This is an optimization exercise on Yosys and OpenROAD, whose aim is small area and a short achievable clock period, not a production implementation. The RTL was checked by simulation tests, not by an equivalence proof against the original design. Power and IR drop assume default switching activity.

## foosball_top
module foosball_top (
   input  logic                     clk,
   input  logic                     reset,
   input  logic                     stop_ball,
   input  game_types_pkg::rod_btn_t left_btn,
   input  game_types_pkg::rod_btn_t right_btn,
   input  game_types_pkg::pixel_t   pix,
   output game_types_pkg::rgb_t     rgb,
   output logic                     score1,
   output logic                     score2
);
For scale: about 32 I/O pins.
Settings: LEC_CHECK=0, CAP_MARGIN=20, CORE_MARGIN=2, CORE_UTILIZATION=40, SLEW_MARGIN=20; clock period 13.0 ns.
standard.sh (not shown) runs the stock make flow with config.mk's settings and CLKGATE_MAP_FILE= SYNTH_SCRIPT=/design/flow/synth_recipe.tcl, a recipe that flattens the netlist after the stock synthesis.
==> flow/flow/run.sh <==
#!/bin/bash
# Own layout flow: the standard synthesis, then the combinational logic between the
# registers is mapped again by ABC (registers, their names and cell types are kept as
# the standard synthesis made them): the logic in front of the rgb registers for delay,
# the rest for area. Then the standard layout steps from floorplan to finish.
set -euo pipefail
WORK=$(pwd)
HERE=$(cd "$(dirname "$0")" && pwd)
R=$WORK/orfs/results/$FLOW_PLATFORM/foosball_top/base
LIB=$FLOW_HOME/platforms/$FLOW_PLATFORM/lib/sky130_fd_sc_hd__tt_025C_1v80.lib
YOSYS=$FLOW_HOME/../tools/install/yosys/bin/yosys
[ -x "$YOSYS" ] || YOSYS=$(command -v yosys)

CRIT_SCRIPT=${CRIT_SCRIPT:-abc_speed.script}
REST_SCRIPT=${REST_SCRIPT:-abc_area.script}
LAYOUT_ARGS=()
[ -f "$HERE/flow.env" ] && source "$HERE/flow.env"

# 1. standard synthesis
bash standard.sh synth > "$WORK/log_1_synth.log" 2>&1
cp "$R/1_2_yosys.v" "$WORK/std_1_2_yosys.v"

# 2. remap the combinational logic
python3 "$HERE/genmodels.py" "$LIB" > "$WORK/comb_models.v"
DU=""
for c in $(sed -n '/DONT_USE_CELLS += /,/^$/p' "$FLOW_HOME/platforms/$FLOW_PLATFORM/config.mk" | grep -o 'sky130_fd_sc_hd__[a-z0-9_]*'); do
   DU="$DU -dont_use $c"
done
printf 'set_driving_cell sky130_fd_sc_hd__buf_1\nset_load 5\n' > "$WORK/abc.constr"
# 2a. our own synthesis of the design (Yosys's generic synthesis, without the fsm
# and share passes, flattened), mapped the same way; its registers then get the
# names and cell types the standard synthesis gave them
cat > "$WORK/own_synth.ys" <<EOY
read_liberty -lib $LIB
read_verilog -defer -sv $WORK/design.v
hierarchy -check -top $FLOW_TOP
synth -top $FLOW_TOP -flatten -nofsm -noshare
opt -purge
rename -wire
dfflibmap -liberty $LIB $DU
opt
techmap
opt -purge
select -set dw c:u_render.* c:left_half* %u c:right_half* %u c:left_rod.* %u c:right_rod.* %u %ci1:+sky130_fd_sc_hd__dfrtp_1,sky130_fd_sc_hd__dfstp_2[D] w:* %i
select -set crit @dw %ci*:-sky130_fd_sc_hd__dfrtp_1,sky130_fd_sc_hd__dfstp_2
select -set critg @crit t:\$_* %i
abc -liberty $LIB $DU -constr $WORK/abc.constr -script $HERE/$CRIT_SCRIPT @critg
abc -liberty $LIB $DU -constr $WORK/abc.constr -script $HERE/$REST_SCRIPT t:\$_*
opt_clean -purge
chtype -map sky130_fd_sc_hd__clkinv_1 sky130_fd_sc_hd__inv_1
opt_merge -share_all t:sky130_fd_sc_hd__df* %n
opt_clean -purge
hilomap -singleton -hicell sky130_fd_sc_hd__conb_1 HI -locell sky130_fd_sc_hd__conb_1 LO
insbuf -buf sky130_fd_sc_hd__buf_4 A X
splitnets
opt_clean -purge
rename -hide w:*\$func\$*
opt_clean -purge
tee -o $WORK/own_stat.txt stat -liberty $LIB
check -assert -mapped
write_verilog -noattr -noexpr -nohex -nodec $WORK/own_1_2_yosys.v
EOY

# 2b. fallback: the standard netlist's combinational logic mapped again
cat > "$WORK/remap.ys" <<EOY
read_liberty -lib $LIB
read_verilog $WORK/std_1_2_yosys.v
hierarchy -top $FLOW_TOP
techmap -map $WORK/comb_models.v
techmap
opt -purge
select -set dw c:u_render.* c:left_half* %u c:right_half* %u c:left_rod.* %u c:right_rod.* %u %ci1:+sky130_fd_sc_hd__dfrtp_1,sky130_fd_sc_hd__dfstp_2[D] w:* %i
select -set crit @dw %ci*:-sky130_fd_sc_hd__dfrtp_1,sky130_fd_sc_hd__dfstp_2
select -set critg @crit t:\$_* %i
abc -liberty $LIB $DU -constr $WORK/abc.constr -script $HERE/$CRIT_SCRIPT @critg
abc -liberty $LIB $DU -constr $WORK/abc.constr -script $HERE/$REST_SCRIPT t:\$_*
opt_clean -purge
chtype -map sky130_fd_sc_hd__clkinv_1 sky130_fd_sc_hd__inv_1
opt_merge -share_all t:sky130_fd_sc_hd__df* %n
opt_clean -purge
hilomap -singleton -hicell sky130_fd_sc_hd__conb_1 HI -locell sky130_fd_sc_hd__conb_1 LO
insbuf -buf sky130_fd_sc_hd__buf_4 A X
splitnets
opt_clean -purge
tee -o $WORK/remap_stat.txt stat -liberty $LIB
check -assert -mapped
write_verilog -noattr -noexpr -nohex -nodec $WORK/remap_1_2_yosys.v
EOY

if "$YOSYS" -s "$WORK/own_synth.ys" > "$WORK/log_2_own_synth.log" 2>&1 \
   && python3 "$HERE/stitch.py" "$WORK/std_1_2_yosys.v" "$WORK/own_1_2_yosys.v" "$WORK/remap_1_2_yosys.v" > "$WORK/log_2_stitch.log" 2>&1; then
   echo "own synthesis used" >> "$WORK/log_2_stitch.log"
else
   echo "own synthesis not used: remapping the standard netlist" >> "$WORK/log_2_stitch.log"
   "$YOSYS" -s "$WORK/remap.ys" > "$WORK/log_2_remap.log" 2>&1
fi
python3 "$HERE/netfix.py" "$WORK/remap_1_2_yosys.v" "$WORK/netfix_1_2_yosys.v" > "$WORK/log_2_netfix.log" 2>&1
cp "$WORK/netfix_1_2_yosys.v" "$R/1_2_yosys.v"
rm -f "$R/1_synth.odb" "$R/1_synth.sdc"

# 3. the standard layout from the remapped netlist
bash standard.sh "${LAYOUT_ARGS[@]}" finish > "$WORK/log_3_layout.log" 2>&1
==> flow/flow/flow.env <==
LAYOUT_ARGS=("BUFFER_PORTS_ARGS=-buffer_cell sky130_fd_sc_hd__buf_1" "POST_GLOBAL_PLACE_TCL=$HERE/outbuf.tcl" "SETUP_SLACK_MARGIN=8.9" "CTS_ARGS=-sink_clustering_enable -repair_clock_nets -dont_use_dummy_load -buf_list sky130_fd_sc_hd__clkbuf_8")
==> flow/flow/outbuf.tcl <==
# output ports: a stronger port buffer than the input ports get
foreach port [get_ports -filter "direction == output"] {
  set net [get_nets [get_full_name $port]]
  foreach pin [get_pins -of_objects $net -filter "direction == output"] {
    set inst [get_cells -of_objects $pin]
    if { [get_property $inst ref_name] == "sky130_fd_sc_hd__buf_1" } {
      replace_cell $inst [get_lib_cells */sky130_fd_sc_hd__buf_2]
    }
  }
}
Other scripts of this flow, unchanged in this note and not shown: flow/flow/abc_area.script, flow/flow/abc_speed.script, flow/flow/genmodels.py, flow/flow/netfix.py, flow/flow/stitch.py
The starting point finished with timing, DRC and antenna clean.
Edit:
==> flow/flow/flow.env (replaced) <==
LAYOUT_ARGS=("BUFFER_PORTS_ARGS=-buffer_cell sky130_fd_sc_hd__buf_1" "SETUP_SLACK_MARGIN=8.7" "CTS_ARGS=-sink_clustering_enable -repair_clock_nets -dont_use_dummy_load -buf_list sky130_fd_sc_hd__clkbuf_8")
removed: flow/flow/outbuf.tcl
Combinational power decreases by about 2%.
Clock-buffer cell count stays the same.
First-iteration DRC count shrinks by 26%.
Power hardly moves.
Wire length decreases by 0.33%.
Synthesized area stays the same.
Register-to-register slack degrades by 0.15 ns.
Edit:
==> flow/flow/flow.env (replaced) <==
LAYOUT_ARGS=("BUFFER_PORTS_ARGS=-buffer_cell sky130_fd_sc_hd__buf_1" "SETUP_SLACK_MARGIN=8.9" "CTS_ARGS=-sink_clustering_enable -repair_clock_nets -dont_use_dummy_load -buf_list sky130_fd_sc_hd__clkbuf_8")
The changed run completed without violations.
Count of clock-buffer cells in the layout does not change.
First-iteration DRC count is higher by 14%.
Area after synthesis is unchanged.
Power hardly moves.
Via count is higher by 1.2%.
Sequential share of layout area is lower by 0.31 points.
Worst setup slack is better by 0.13 ns.
Final area is higher by 1.1%.
Worst hold slack is unchanged.
Utilization is higher by 0.50 points.
Final cell count barely changes.
Edit:
==> flow/flow/abc_speed2.script (new file) <==
strash
dc2
balance; rewrite; refactor; balance; rewrite; rewrite -z; balance; refactor -z; rewrite -z; balance
dch -f
map
topo
upsize
dnsize
--- a/flow/flow/flow.env
+++ b/flow/flow/flow.env
@@ -0,0 +1 @@
+CRIT_SCRIPT=abc_speed2.script
=> The changed run ran to the end with no violations. Wire length barely changes. Non-clock buffer count goes up by 7. Die area goes down by 1.5%. Clock skew is about the same. Clock power barely changes.
Edit:
--- a/flow/flow/run.sh
+++ b/flow/flow/run.sh
@@ -47,0 +48,3 @@
+select -set outc o:* %ci*:-sky130_fd_sc_hd__dfrtp_1,sky130_fd_sc_hd__dfstp_2
+select -set outg @outc t:\$_* %i
+abc -liberty $LIB $DU -constr $WORK/abc.constr -script $HERE/$CRIT_SCRIPT @outg
@@ -75,0 +79,3 @@
+select -set outc o:* %ci*:-sky130_fd_sc_hd__dfrtp_1,sky130_fd_sc_hd__dfstp_2
+select -set outg @outc t:\$_* %i
+abc -liberty $LIB $DU -constr $WORK/abc.constr -script $HERE/$CRIT_SCRIPT @outg
==> flow/flow/flow.env (replaced) <==
LAYOUT_ARGS=("BUFFER_PORTS_ARGS=-buffer_cell sky130_fd_sc_hd__buf_1" "POST_GLOBAL_PLACE_TCL=$HERE/portbuf.tcl" "SETUP_SLACK_MARGIN=8.9" "CTS_ARGS=-sink_clustering_enable -repair_clock_nets -dont_use_dummy_load -buf_list sky130_fd_sc_hd__clkbuf_8")
==> flow/flow/portbuf.tcl (new file) <==
# after global placement: the port buffers of the pixel cursor inputs and of the
# outputs are made one size stronger than the other port buffers
proc my_upsize_port_buffer { port_name } {
  set net [get_nets $port_name]
  foreach pin [get_pins -of_objects $net] {
    set inst [get_cells -of_objects $pin]
    if { [get_property $inst ref_name] == "sky130_fd_sc_hd__buf_1" } {
      replace_cell $inst [get_lib_cells */sky130_fd_sc_hd__buf_2]
    }
  }
}
foreach port [get_ports -filter "direction == output"] {
  my_upsize_port_buffer [get_full_name $port]
}
foreach port [get_ports pix*] {
  my_upsize_port_buffer [get_full_name $port]
}
removed: flow/flow/abc_speed2.script
Result:
- The new run went through all stages and came out clean
- design area is lower by 2.6%
- power hardly moves
- non-clock buffer count came out lower by 16
- sequential share of layout area increases by 0.66 points
- wire length came out lower by 2.5%
- die area goes up by 1.5%
- register-to-register slack is better by 0.06 ns
- count of clock-buffer cells in the layout does not change
- synthesized area went up by 1.5%
- sequential cell count stays the same

## separate check: timing with driven ports
Ports are ideal in the flow. The routed layouts listed here were re-timed in OpenROAD.
Step 1 assumes that a clkbuf_16 drives the clock port and a buf_2 every other input.
Step 2 times the ports against the registers' clock, not the clock port: input delays grow and output delays shrink by t, the midpoint of the rising clock arrivals with the driver on.
a / b / c = ideal / step 1 / step 2; a / b = the first two.
run	t, ns	setup slack, ns	hold WS [ns]	worst register clock-pin slew, ns
the first run	0.378	9.028 / 8.993 / 8.671	0.380 / 0.380 / 0.380	0.07 / 0.07
the second run	0.368	8.961 / 8.964 / 8.596	0.380 / 0.380 / 0.380	0.07 / 0.07
the third run	0.366	9.094 / 9.060 / 8.768	0.380 / 0.380 / 0.380	0.07 / 0.07
the fourth run	0.370	9.017 / 9.000 / 8.645	0.381 / 0.381 / 0.381	0.08 / 0.08
the fifth run	0.359	9.064 / 9.079 / 8.719	0.372 / 0.372 / 0.372	0.07 / 0.07
After both steps setup and hold are still met in every run listed. For the fourth run, which loses most, drivers alone change the setup slack by -0.017 ns; drivers and shift together by -0.372 ns.
